What follows belongs to an exercise in optimizing a design on an open flow for small area, a short achievable clock period and few clock cycles per item; a production flow would make more cautious choices. No functional check of the RTL was part of this run. Power figures rest on the tool's default switching activity, not on a simulated workload.

==> design/flow/design.v <==
`timescale 1ns/10ps
`default_nettype none
module xbus_filter (
    input  logic        clk,
    input  logic        arst_n,
    input  logic [65:0] in_pkt,
    input  logic [7:0]  pad_value,
    output logic        vec_wr_en,
    output logic [15:0] vec_din,
    input  logic        vec_full,
    output logic        cache_full
);
    logic [1:0]  tag;
    logic        is_head;
    logic        is_body;
    logic [15:0] hx;
    logic [15:0] hy;
    assign tag = in_pkt[65:64];
    assign is_head = tag == 2'd1;
    assign is_body = tag == 2'd2;
    assign hx = in_pkt[15:0];
    assign hy = in_pkt[31:16];
    logic       x_lo;
    logic       x_hi;
    logic       y_lo;
    logic       y_hi;
    logic [7:0] ex;
    logic [7:0] ey;
    assign x_lo = hx[15:3] == '0;
    assign x_hi = hx == 16'hffff;
    assign y_lo = hy[15:3] == '0;
    assign y_hi = hy == 16'hffff;
    always_comb begin
        ex[0] = x_hi;
        ey[0] = y_hi;
        for (int i = 1; i < 8; i++) begin
            ex[i] = x_lo && hx[2:0] == 3'(i - 1);
            ey[i] = y_lo && hy[2:0] == 3'(i - 1);
        end
    end
    logic [5:0] h_colmask;
    logic [5:0] h_rowmask;
    always_comb begin
        for (int c = 0; c < 6; c++) begin
            h_colmask[c] = ex[c] | ex[c + 1] | ex[c + 2];
            h_rowmask[c] = ey[c] | ey[c + 1] | ey[c + 2];
        end
    end
    logic [2:0] h_cv;
    logic [2:0] h_rv;
    always_comb begin
        for (int k = 0; k < 3; k++) begin
            h_cv[k] = 1'b0;
            h_rv[k] = 1'b0;
            for (int i = 0; i < 8; i++) begin
                if (i - 1 + k >= 1 && i - 1 + k <= 6) begin
                    h_cv[k] = h_cv[k] | ex[i];
                    h_rv[k] = h_rv[k] | ey[i];
                end
            end
        end
    end
    logic [1:0] h_base;
    assign h_base = {hy[0], 1'b0} + hx[1:0] + 2'd1;
    function automatic logic [3:0] need_of(input int b, input logic [5:0] rm,
                                           input logic [5:0] cm);
        logic [3:0] n;
        n = '0;
        if (b < 9) begin
            for (int l = 0; l < 4; l++) begin
                n[l] = rm[(4 * b + l) / 6] & cm[(4 * b + l) % 6];
            end
        end
        need_of = n;
    endfunction
    logic [3:0]      ib;            
    logic [5:0]      colmask;
    logic [5:0]      rowmask;
    logic [2:0][3:0] nd;
    logic [3:0]      nd_next;       
    logic [2:0][3:0] nd_head;
    always_comb begin
        nd_next = 4'b1111;
        for (int b = 0; b < 9; b++) begin
            if (ib == 4'(b)) begin
                nd_next = (b + 3 < 9) ? need_of(b + 3, rowmask, colmask)
                        : ((b + 3 == 9) ? 4'b0000 : 4'b1111);
            end
        end
        for (int j = 0; j < 3; j++) begin
            nd_head[j] = need_of(j, h_rowmask, h_colmask);
        end
    end
    always_ff @(posedge clk or negedge arst_n) begin
        if (!arst_n) begin
            ib <= 4'd9;
            nd <= {4'b1111, 4'b1111, 4'b0000};
        end else if (is_head) begin
            ib <= 4'd0;
            nd <= nd_head;
        end else if (is_body) begin
            ib <= ib + 4'd1;
            nd <= {nd_next, nd[2:1]};
        end
    end
    always_ff @(posedge clk) begin
        if (is_head) begin
            colmask <= h_colmask;
            rowmask <= h_rowmask;
        end
    end
    logic [3:0] wr;
    assign wr = is_body ? nd[0] : 4'd0;
    logic [3:0]       wp;
    logic [3:0]       rp;
    logic [3:0][1:0]  cnt;
    logic [3:0]       pop;
    logic [3:0][15:0] head;
    for (genvar l = 0; l < 4; l++) begin : g_lane
        logic [15:0] m0;
        logic [15:0] m1;
        always_ff @(posedge clk or negedge arst_n) begin
            if (!arst_n) begin
                wp[l] <= 1'b0;
                rp[l] <= 1'b0;
                cnt[l] <= '0;
            end else begin
                if (wr[l]) wp[l] <= !wp[l];
                if (pop[l]) rp[l] <= !rp[l];
                cnt[l] <= cnt[l] + 2'(wr[l]) - 2'(pop[l]);
            end
        end
        always_ff @(posedge clk) begin
            if (wr[l] && !wp[l]) m0 <= {in_pkt[8 * (4 + l) +: 8], in_pkt[8 * l +: 8]};
            if (wr[l] && wp[l]) m1 <= {in_pkt[8 * (4 + l) +: 8], in_pkt[8 * l +: 8]};
        end
        assign head[l] = rp[l] ? m1 : m0;
    end
    logic [8:0] pos;
    logic [8:0] opad;           
    logic [1:0] obase;
    logic       pend;
    logic [2:0] prv;
    logic [2:0] pcv;
    logic [1:0] pbase;
    logic [2:0] vfh;
    localparam logic [17:0] LPAT = {2'd2, 2'd1, 2'd0, 2'd0, 2'd3, 2'd2, 2'd2, 2'd1, 2'd0};
    logic [2:0]      lv;
    logic [2:0]      lpad;
    logic [2:0][1:0] lrel;
    logic [2:0][1:0] llane;
    always_comb begin
        for (int j = 0; j < 3; j++) begin
            lv[j] = 1'b0;
            lpad[j] = 1'b0;
            lrel[j] = 2'd0;
            for (int i = 0; i + j < 9; i++) begin
                lv[j] = lv[j] | pos[i];
                lpad[j] = lpad[j] | (pos[i] & opad[i + j]);
                lrel[j] = lrel[j] | ({2{pos[i]}} & LPAT[2 * (i + j) +: 2]);
            end
            llane[j] = obase + lrel[j];
        end
    end
    logic       can_emit;
    logic       emit;
    logic       take;
    logic [8:0] new_pad;
    logic [1:0] new_base;
    assign can_emit = !(vec_full && vfh == 3'b111);
    assign emit = lv[0] && (lpad[0] || cnt[llane[0]] != 2'd0) && can_emit;
    assign take = pos == 9'd0 || (emit && pos[8]);
    always_comb begin
        pop = '0;
        if (emit && !lpad[0]) pop[llane[0]] = 1'b1;
        for (int kh = 0; kh < 3; kh++) begin
            for (int kw = 0; kw < 3; kw++) begin
                new_pad[kh * 3 + kw] = pend ? !(prv[kh] && pcv[kw]) : !(h_rv[kh] && h_cv[kw]);
            end
        end
        new_base = pend ? pbase : h_base;
    end
    always_ff @(posedge clk or negedge arst_n) begin
        if (!arst_n) begin
            pos <= '0;
            pend <= 1'b0;
            vfh <= '0;
            vec_wr_en <= 1'b0;
        end else begin
            vfh <= {vfh[1:0], vec_full};
            vec_wr_en <= emit;
            if (take) begin
                pos <= {8'd0, pend || is_head};
            end else if (emit) begin
                pos <= {pos[7:0], 1'b0};
            end
            if (is_head && !(take && !pend)) begin
                pend <= 1'b1;
            end else if (take) begin
                pend <= 1'b0;
            end
        end
    end
    always_ff @(posedge clk) begin
        if (take) begin
            opad <= new_pad;
            obase <= new_base;
        end
        if (is_head) begin
            prv <= h_rv;
            pcv <= h_cv;
            pbase <= h_base;
        end
        vec_din <= lpad[0] ? {pad_value, pad_value} : head[llane[0]];
    end
    logic            cf_prev;       
    logic [3:0][1:0] used;
    logic [3:0][1:0] wcnt;
    logic            cf_n;
    logic [2:0]      ce;
    logic [2:0]      av;
    always_comb begin
        ce[0] = !(vec_full && vfh == 3'b111);
        ce[1] = !(vec_full && vfh[1:0] == 2'b11);
        ce[2] = !(vec_full && vfh[0]);
        av[0] = lv[0] && ce[0] && (lpad[0] || cnt[llane[0]] != 2'd0);
        av[1] = av[0] && lv[1] && ce[1]
            && (lpad[1] || cnt[llane[1]] > 2'({1'b0, !lpad[0] && llane[0] == llane[1]}));
        av[2] = av[1] && lv[2] && ce[2]
            && (lpad[2] || {1'b0, cnt[llane[2]]}
                > 3'(!lpad[0] && llane[0] == llane[2]) + 3'(!lpad[1] && llane[1] == llane[2]));
        for (int l = 0; l < 4; l++) begin
            used[l] = 2'(av[0] && !lpad[0] && llane[0] == 2'(l))
                    + 2'(av[1] && !lpad[1] && llane[1] == 2'(l))
                    + 2'(av[2] && !lpad[2] && llane[2] == 2'(l));
        end
        cf_n = 1'b0;
        for (int l = 0; l < 4; l++) begin
            if (is_head) begin
                wcnt[l] = 2'(nd_head[0][l] && !cache_full)
                        + 2'(nd_head[cache_full ? 0 : 1][l]);
            end else begin
                wcnt[l] = 2'(nd[0][l] && !cf_prev)
                        + 2'(nd[cf_prev ? 0 : 1][l] && !cache_full)
                        + 2'(nd[2 - 32'(cf_prev) - 32'(cache_full)][l]);
            end
            if ({1'b0, cnt[l]} + {1'b0, wcnt[l]} > 3'd2 + {1'b0, used[l]}) cf_n = 1'b1;
        end
        if (pend && (ib == 4'd9 || 32'(ib) + 32'(!cf_prev) + 32'(!cache_full) >= 9)) begin
            cf_n = 1'b1;
        end
    end
    always_ff @(posedge clk or negedge arst_n) begin
        if (!arst_n) begin
            cache_full <= 1'b0;
            cf_prev <= 1'b0;
        end else begin
            cache_full <= cf_n;
            cf_prev <= cache_full;
        end
    end
endmodule
`default_nettype wire
==> design/flow/run.sh <==
#!/bin/bash
# synth_recipe.tcl (not shown) runs the flow's synth.tcl, then flattens the netlist and writes it again
# the make line also repeats each setting of config.mk as NAME=value (left out here)
make -C /OpenROAD-flow-scripts/flow DESIGN_CONFIG=/design/flow/config.mk WORK_HOME=/design/flow/orfs CLKGATE_MAP_FILE= SYNTH_SCRIPT=/design/flow/synth_recipe.tcl finish
==> design/flow/config.mk <==
export PLATFORM = sky130hd
export DESIGN_NAME = xbus_filter
export DESIGN_NICKNAME = xbus_filter
export VERILOG_FILES = /design/flow/design.v
export SDC_FILE = /design/flow/constraint.sdc
export NUM_CORES = 4
export LEC_CHECK = 0
export CAP_MARGIN = 20
export CORE_MARGIN = 2
export CORE_UTILIZATION = 40
export SETUP_SLACK_MARGIN = 2.2
export SLEW_MARGIN = 20
==> design/flow/constraint.sdc <==
create_clock -name core_clock -period 4.5 [get_ports {clk}]
set_input_delay 0.9000 -clock core_clock [delete_from_list [all_inputs] [get_ports {clk}]]
set_output_delay 0.9000 -clock core_clock [all_outputs]
set_load 0.01 [all_outputs]
==> run summary <==
relative slew slack=0.309; MaxCap Viol Count=0; P_leak=5.77 nW; Worst Path Max Fanout=6; Clock Tree Root=clkbuf_16; Avg Inst Size Synth=around 13 um2; DRC errors left=0; First-pass DRT Iterations=8; DR WL/cell=between 20 and 25 um; Power Dens Cells=724 nW/um2; Ant. Diodes=0; Synth Instances=890; clock latency on the worst-skew pair=0.54 ns; ys flop type=edfxtp_1; Yosys reg bits=about 220; sink count of the clock tree=221; Comb power frac=0.513; NetSw=approximately 4.0 mW; number of instances in the placed design=~1400; Post-Layout Cell Count=1460; Congestion Overflow GR=0; sw frac=0.373; CTS tree=done; Synth top area share=0.420; Port Buffers=94; die area=29400 um2; vias in the first global route=7651; crit-path leading delay family=simple AND/OR/NAND/NOR gates; Post-Route WL=29200 um; number of flops mapped to enable cells by yosys=157; CP dominant cell by count=ha_1; Post-Syn Area=11200 um2; P_int=6.66 mW; CTS max path bufs=3; asr flop ratio synth=0.217; first-pass GRT wire length=44700 um; Critical path buffers and inverters=1; Core ar.=27700 um2; largest net degree at the start of global routing=31; Critical Path AT=4.91 ns; Initial Util=0.405; die height=between 150 and 200 um; Yosys top cell by area=edfxtp_1; Clk network pwr share=0.193; CP max-delay cell=fa_1; num rows=61; Synth area leaders=edfxtp_1 42%, dfrtp_1 8.5%, mux2i_1 6.2%, ha_1 4.2%, mux4_2 3.8%; crit-path cells=or2_2, ha_1, xor2_1, xnor2_2, buf_4, mux4_2, ha_1, a22oi_1, nand4_1, a2111oi_4, nand3b_1, nor3_2, fa_1, ha_1, nor3_1, nor4_1, nand3_1; final worst setup slack=-0.0000817 ns; Worst EP required=about 4.9 ns; final-report hold violation count=0; Max IR drop VDD=between 0.4 and 0.5 mV; io pins=95; initial detailed-routing violation count=562; Area growth syn-to-layout=30.7%; GRT Total Usage=0.202; Power Total=10.6 mW; WHS=about 0.38 ns; violated checks=negative setup slack; TNS Setup=-0.0000817 ns; register area share after synthesis=0.557; H-Tree Depth=1; # hold bufs at CTS=0; minimum clock period=4.50 ns; Yosys warnings=1; period utilisation layout=1.00; Flop pwr share=0.294; Slew @ Worst Pin=1.04 ns; # setup viols final=1; Fmax=222 MHz; via/cell ratio=5.34; hold crit path type=in -> async; post-synth cell types=between 70 and 80; RSZ-0062 raised after global routing=true; HPWL Detailed=~21000 um; Post-Place Setup Slack=-0.342 ns; nets@finish=1192; routability cong.=0.854; clock skew=0.0148 ns; DR vias=7800; critical path capture point type=flip-flop; Slew Limit Fails=0; CTS buffer count=24; crit path launch type=flip-flop; Syn Nets=1018; die width=between 150 and 200 um; Worst-path clk slew=0.06 ns; run status=complete, but fails checks; Max stage delay on crit path=0.47 ns; type of the worst setup path=reg -> reg; initial antenna violation count=1; post-route ant nets=0; share of post-route cells with drive strength above 1=0.260
## path summary, 6_finish.rpt
check                           startpoint    endpoint  slack (ns)  depth (start not counted)
worst min register to register      vfh[1]      vfh[2]        0.42                          0
worst min-delay path                arst_n      pos[4]        0.38                          1
worst max register to register      pos[2]  cache_full    -0.00008                         17
max in group asynchronous           arst_n       ib[0]        3.27                          2
worst max-delay path                pos[2]  cache_full    -0.00008                         17
min in group core_clock             vfh[1]      vfh[2]        0.42                          0
## flip-flops by register name, indices dropped and copies added, names as in the netlist, 3 cells and up
signal and flops:
wp 4, opad 9, cnt 8, rp 4
nd 12, vec_din 16, colmask 6, g_lane.m0 64
pos 9, ib 4, prv 3, pcv 3
rowmask 4, g_lane.m1 64, vfh 3
## metrics by stage
step,util,cell area (um2)
after floorplan,-,11400
after global placement,0.473,13100
after detailed placement,0.473,13100
after CTS,0.517,14300
after global routing,0.529,14700
final,0.529,14700
## power by group through the flow
| stage | Sequential (mW) | Clock (mW) | Combinational [mW] |
|---|---|---|---|
| 2_1_floorplan | 2.93 | 0 | 3.59 |
| 3_3_place_gp | 3.16 | 0 | 4.60 |
| 3_5_place_dp | 3.16 | 0 | 4.67 |
| 4_1_cts | 3.13 | 2.09 | 5.05 |
| 5_1_grt | 3.19 | 2.17 | 5.93 |
| 6_report | 3.12 | 2.05 | 5.45 |
## layout by cell type, fill, tap and decap left out, types with 22 or more instances in the layout
master / netlist / routed
clkdlybuf4s50_1: 0 / 45
a21oi_1: 51 / 36
ha_1: 38 / 30
buf_4: 0 / 85
dlygate4sd2_1: 0 / 22
inv_1: 38 / 32
clkbuf_16: 0 / 25
edfxtp_1: 157 / 157
mux2i_1: 70 / 70
dfrtp_1: 38 / 38
o21ai_0: 29 / 27
nor2_1: 38 / 34
nand2_1: 65 / 64
## routing by layer
layer	vias up	global-route usage	wire length (um)
li1	3699	-	-
met1	3848	0.303	13900
met2	213	0.310	13300
met3	40	0.0301	1610
met4	0	0.0424	482
met5	-	0	0
## area by class of cell
type | count | area, um2
multi-input cells | 582 | 5100
inverters | 39 | 154
flip-flops and latches | 221 | 6250
repair buffers | 196 | 1850
clock buffers | 29 | 619
well taps | 378 | 473
clock inverters | 15 | 208
fillers | 2352 | 13100
## what timing repair did
action	4_1_cts	5_1_grt
setup buffers	22	7
hold endpoints to repair	0	0
endpoints found under the setup margin	206	97
pin swaps	18	20
cloned	2	2
gates resized for setup	81	69
## Yosys cell counts, drive strengths merged, types with 4 or more instances
cell type,instances
nor2b,17
nand3b,6
a22oi,10
or2,7
o21ai,30
or3,5
nor2,38
mux2,15
dfstp,10
or4,4
nor4,12
nand2b,5
nor3b,4
nand3,20
ha,38
and3,13
xnor2,20
a21oi,51
a31oi,12
clkbuf,31
dfrtp,38
nand2,65
buf,19
inv,38
dfxtp,16
nor3,25
a32oi,5
and4,4
fa,13
nand4,14
mux4,20
nor4b,6
o21a,4
mux2i,70
xor2,10
edfxtp,157
## kinds of logic (layout without fill, tap and decap cells)
kind of cell / after synthesis / after routing / synth area share
AOI/OAI and AO/OA: 144 / 145 / 0.0809
xor gates and xnor gates: 30 / 30 / 0.0234
adders and majority gates: 51 / 51 / 0.0656
buffers and inverters: 89 / 279 / 0.0341
DFF: 221 / 221 / 0.557
muxes: 105 / 105 / 0.121
and+or+nand+nor: 250 / 251 / 0.118

## afterwards: timing with drivers on the ports
The results above use ideal ports. As a check the final layout listed here was re-extracted and re-timed, cells and wires unchanged. Step 1 assumes that a clkbuf_16 drives the clock port and a buf_2 every other input. Step 2 also shifts input and output timing later by t, the mid clock arrival at the registers, as if the neighbouring blocks saw the same clock. Slacks: ideal ports / drivers / drivers and shift; pairs: ideal ports / drivers.
shift t [ns]: 0.581
setup slack, ns: 0.000 / 0.000 / -0.110
hold slack, ns: 0.377 / 0.349 / 0.418
worst setup path at the end: input to register
The setup slack of this run moves by 0.000 ns with the drivers and by -0.110 ns with both steps.
